Background: an optimization exercise with open tools, aiming at small area. Do not read the settings as production practice. Only simulation tests tie the RTL to the original design; equivalence was not proved. No activity file was given, so power comes from the tool's default toggle rates.

== run 1 ==
==> flow/design.v (excerpt) <==
module imu_tilt_and_gyro_rate_core (
    input  wire logic         clk,
    input  wire logic         rst_n,
    input  wire logic         s_tvalid,
    output logic              s_tready,
    input  wire logic [95:0]  s_tdata,
    input  wire logic [1:0]   s_tuser,
    output logic              m_tvalid,
    input  wire logic         m_tready,
    output logic [103:0]      m_tdata,
    output logic [2:0]        m_tuser,
    input  wire logic         cfg_valid,
    output logic              cfg_ready,
    input  wire logic [1:0]   cfg_index,
    input  wire logic [9:0]   cfg_data
);
    logic [4:0]  ph;
    logic [6:0]  j;
    logic [4:0]  k;
    logic [1:0]  m;
    logic        pr;           
    logic [1:0]  pa;           
    logic [4:0]  pb;           
    logic [7:0]  calib_reg;
    logic [9:0]  gain_reg;
    logic [7:0]  count_reg;
    logic        flag_reg;
    logic        szero, bzero, bzarm;
    logic        m_tvalid_reg;
    logic [2:0]  user_reg;
    logic [71:0] sumr, biar;
    logic [15:0] f_roll;
    logic [14:0] f_pitch;
    logic        se;
    logic [23:0] f_rx, f_ry, f_rz;
    logic        xe;
    logic [1:0]  ye;
    logic [4:0]  ze;
    logic        c0, c1, c2;           
  ...
clock: 11.0 ns
lec_check: 0
abc_area: 1
cap_margin: 20
core_margin: 2
core_utilization: 50
slew_margin: 20
standard.sh (not shown) runs the stock make flow with config.mk's settings and CLKGATE_MAP_FILE= SYNTH_SCRIPT=/design/flow/synth_recipe.tcl, a recipe that flattens the netlist after the stock synthesis.
==> flow/flow/run.sh <==
#!/bin/bash
# Own layout flow, built on the standard flow (standard.sh):
#  2. the synthesis runs again with own_synth.tcl: the same script, but ABC maps
#     the logic with abc_area_nf.script and no adder cells are placed;
#  4. the rest of the standard flow runs, with the port buffers made from the
#     smallest buffer cell and a clock tree of small clock buffers without
#     dummy loads.
# Each tool's full output goes to a log file in this folder.
set -euo pipefail
W=$(pwd)
RES=$W/orfs/results/$FLOW_PLATFORM/imu_tilt_and_gyro_rate_core/base
LOGS=$W/orfs/logs/$FLOW_PLATFORM/imu_tilt_and_gyro_rate_core/base

bash standard.sh synth > synth_standard.log 2>&1
mkdir -p ref_synth
cp $RES/1_2_yosys.v $RES/1_2_yosys.sdc $RES/1_synth.odb $RES/1_synth.sdc ref_synth/
cp $LOGS/1_2_yosys.log ref_synth/1_2_yosys.log

rm -f $RES/1_2_yosys.v $RES/1_2_yosys.sdc $RES/1_synth.odb $RES/1_synth.sdc
if ADDER_MAP_FILE= make -C "$FLOW_HOME" DESIGN_CONFIG=$W/config.mk WORK_HOME=$W/orfs \
      CLKGATE_MAP_FILE= SYNTH_SCRIPT=$W/flow/own_synth.tcl synth > synth_own.log 2>&1 \
   && python3 $W/flow/cmp_regs.py ref_synth/1_2_yosys.v $RES/1_2_yosys.v > regs_compare.log 2>&1; then
  echo "using the own synthesis" >> regs_compare.log
else
  echo "falling back to the standard synthesis" >> regs_compare.log
  cp ref_synth/1_2_yosys.v ref_synth/1_2_yosys.sdc ref_synth/1_synth.odb ref_synth/1_synth.sdc $RES/
fi
touch $RES/1_synth.odb $RES/1_synth.sdc

export BUFFER_PORTS_ARGS="-buffer_cell sky130_fd_sc_hd__buf_1"
export CTS_ARGS="-sink_clustering_enable -repair_clock_nets -dont_use_dummy_load -buf_list {sky130_fd_sc_hd__clkbuf_4} -sink_clustering_size 10 -sink_clustering_max_diameter 35"
bash standard.sh > standard_flow.log 2>&1
cp -r orfs/logs ./orfs_logs 2>/dev/null || true
Other scripts of this flow, unchanged in this note and not shown: flow/flow/abc_area_nf.script, flow/flow/cmp_regs.py, flow/flow/own_synth.tcl
[inputs] run 2 vs run 1
-- flow/flow/run.sh --
<<< run 1, line 31
export CTS_ARGS="-sink_clustering_enable -repair_clock_nets -dont_use_dummy_load -buf_list {sky130_fd_sc_hd__clkbuf_4} -sink_clustering_size 10 -sink_clustering_max_diameter 35"
>>> run 2, line 31
export CTS_ARGS="-sink_clustering_enable -repair_clock_nets -dont_use_dummy_load -buf_list {sky130_fd_sc_hd__clkbuf_2 sky130_fd_sc_hd__clkbuf_4 sky130_fd_sc_hd__clkbuf_8} -sink_clustering_size 12 -sink_clustering_max_diameter 40"
--- outcome ---
Run 2 finished all stages; the layout is clean.
There was hardly any difference in register-to-register slack between run 1 and run 2.
Compared with run 1, post-route standard cell area excluding fillers in run 2 increased slightly.
Compared to run 1, run 2 has layout filler cell count 1.9% lower.
The number of CTS-inserted buffers of run 2 falls short of that of run 1 by 13%.
Run 2 gives more slew at the pin closest to its max-slew limit than run 1 did.
Diff run 1..run 2 | number of cells produced by synthesis | unchanged
Combinational power share: lower on run 2
Taking run 1 as the reference point, the worst setup slack of run 2 falls by 0.014 ns.
On part of the cycle the worst path needs, run 2 tracks run 1 almost exactly.
Run 2 vs run 1: final net count down slightly


run A:
Starting RTL as in the previous note.
Settings: LEC_CHECK=0, ABC_AREA=1, CAP_MARGIN=20, CORE_MARGIN=2, CORE_UTILIZATION=50, SLEW_MARGIN=20; clock period 11.0 ns.
==> flow/flow/run.sh <==
#!/bin/bash
# Own layout flow, built on the standard flow (standard.sh):
#  2. the synthesis runs again with own_synth.tcl: the same script, but ABC maps
#     the logic with abc_area_nf.script and no adder cells are placed;
#  4. the rest of the standard flow runs, with the port buffers made from the
#     smallest buffer cell and a clock tree of small clock buffers without
#     dummy loads.
# Each tool's full output goes to a log file in this folder.
set -euo pipefail
W=$(pwd)
RES=$W/orfs/results/$FLOW_PLATFORM/imu_tilt_and_gyro_rate_core/base
LOGS=$W/orfs/logs/$FLOW_PLATFORM/imu_tilt_and_gyro_rate_core/base

bash standard.sh synth > synth_standard.log 2>&1
mkdir -p ref_synth
cp $RES/1_2_yosys.v $RES/1_2_yosys.sdc $RES/1_synth.odb $RES/1_synth.sdc ref_synth/
cp $LOGS/1_2_yosys.log ref_synth/1_2_yosys.log

rm -f $RES/1_2_yosys.v $RES/1_2_yosys.sdc $RES/1_synth.odb $RES/1_synth.sdc
if ADDER_MAP_FILE= make -C "$FLOW_HOME" DESIGN_CONFIG=$W/config.mk WORK_HOME=$W/orfs \
      CLKGATE_MAP_FILE= SYNTH_SCRIPT=$W/flow/own_synth.tcl synth > synth_own.log 2>&1 \
   && python3 $W/flow/cmp_regs.py ref_synth/1_2_yosys.v $RES/1_2_yosys.v > regs_compare.log 2>&1; then
  echo "using the own synthesis" >> regs_compare.log
else
  echo "falling back to the standard synthesis" >> regs_compare.log
  cp ref_synth/1_2_yosys.v ref_synth/1_2_yosys.sdc ref_synth/1_synth.odb ref_synth/1_synth.sdc $RES/
fi
touch $RES/1_synth.odb $RES/1_synth.sdc

export BUFFER_PORTS_ARGS="-buffer_cell sky130_fd_sc_hd__buf_1"
export CTS_ARGS="-sink_clustering_enable -repair_clock_nets -dont_use_dummy_load -buf_list {sky130_fd_sc_hd__clkbuf_4} -sink_clustering_size 10 -sink_clustering_max_diameter 35"
bash standard.sh > standard_flow.log 2>&1
cp -r orfs/logs ./orfs_logs 2>/dev/null || true
==> flow/flow/abc_area_nf.script <==
strash
&get -n
&fraig -x
&put
dc2
strash
&get -n
&dch -f
&nf -R 1000
&put
strash
&get -n
&dch -f
&nf -R 1000
&put
strash
&get -n
&dch -f
&nf -R 1000
&put
Other scripts of this flow, unchanged in this note and not shown: flow/flow/cmp_regs.py, flow/flow/own_synth.tcl
Input changes introduced in run B (baseline for comparison: run A):
-- flow/flow/run.sh --
<<< run A, line 30
export BUFFER_PORTS_ARGS="-buffer_cell sky130_fd_sc_hd__buf_1"
export CTS_ARGS="-sink_clustering_enable -repair_clock_nets -dont_use_dummy_load -buf_list {sky130_fd_sc_hd__clkbuf_4} -sink_clustering_size 10 -sink_clustering_max_diameter 35"
bash standard.sh > standard_flow.log 2>&1
>>> run B, line 30
export BUFFER_PORTS_ARGS="-buffer_cell sky130_fd_sc_hd__buf_1"
export CTS_ARGS="-sink_clustering_enable -repair_clock_nets -dont_use_dummy_load -buf_list {sky130_fd_sc_hd__clkbuf_4} -sink_clustering_size 13 -sink_clustering_max_diameter 40"
bash standard.sh > standard_flow.log 2>&1
==> flow/flow/abc_area_nf.script <==
strash
&get -n
&fraig -x
&put
dc2
strash
&get -n
&dch -f
&nf -R 1000
&put
--- outcome ---
Run B was carried through to the last stage, and its layout satisfied the timing, design-rule and antenna checks.
Run A reports its worst setup path startpoint as j[6] while run B reports j[5].
Compared with run A, run B shows met1 global-route usage lower by 0.79 points.
Changes observed in run B relative to run A: minimum setup slack after placement now sits lower; number of nets in the finished design now sits higher; initial antenna violation count now sits lower; via count now sits at about the same level.
Relative to run B, the following input files were edited for run C:
-- flow/flow/run.sh --
<<< run B, line 30
export BUFFER_PORTS_ARGS="-buffer_cell sky130_fd_sc_hd__buf_1"
export CTS_ARGS="-sink_clustering_enable -repair_clock_nets -dont_use_dummy_load -buf_list {sky130_fd_sc_hd__clkbuf_4} -sink_clustering_size 13 -sink_clustering_max_diameter 40"
bash standard.sh > standard_flow.log 2>&1
>>> run C, line 30
export BUFFER_PORTS_ARGS="-buffer_cell sky130_fd_sc_hd__buf_1"
export CTS_ARGS="-sink_clustering_enable -repair_clock_nets -dont_use_dummy_load -buf_list {sky130_fd_sc_hd__clkbuf_2} -sink_clustering_size 6 -sink_clustering_max_diameter 30"
bash standard.sh > standard_flow.log 2>&1
Notes after the runs:
- STATUS first-pass GRT wire length: run C loses against run B
- From run B to run C the numbers moved as follows: final critical path time including I/O delays and setup has increased; setup slack fell by 0.14 ns; overall via count from detail_route now sits higher; area overhead of the layout relative to synthesis increased 0.35 points; area of all placed cells without fillers climbed 50 µm².
- Total leakage power: run C higher than run B
- Run C and run B ended up with nearly the same area share of buffers outside the clock network.
- The estimated power of run C ends up higher than the estimate for run B.
- Run B -> run C: post-route DRC violation count delta 0, exact match

-- afterwards: timing with drivers on the ports --
The flow's constraints put no driver on any port. The routed layouts listed below were extracted and timed again, unchanged, in two steps. Step 1 (the two cells are an assumption about what drives the block):
set clk [get_ports {clk}]
set_driving_cell -lib_cell sky130_fd_sc_hd__clkbuf_16 $clk
set_driving_cell -lib_cell sky130_fd_sc_hd__buf_2 [delete_from_list [all_inputs] $clk]
Step 2 adds t to the input delays and takes it off the output delays; t is the mean of the earliest and latest rising clock arrival at the registers after step 1. Input paths then give back, and output paths get back, about the clock's delay inside the block. Slacks: ideal / step 1 / step 2; pairs: ideal / step 1.
run | t (ns) | setup slack, ns | slew at the worst register clock pin (ns)
run 1 | 0.729 | 2.371 / 2.371 / 2.371 | 0.10 / 0.10
run 2 | 0.595 | 2.357 / 2.357 / 2.357 | 0.08 / 0.08
run A | 0.714 | 2.014 / 2.014 / 2.014 | 0.11 / 0.11
run B | 0.701 | 2.427 / 2.427 / 2.427 | 0.12 / 0.12
run C | 0.851 | 2.286 / 2.286 / 2.286 | 0.12 / 0.12
After both steps every run listed still meets setup and hold.
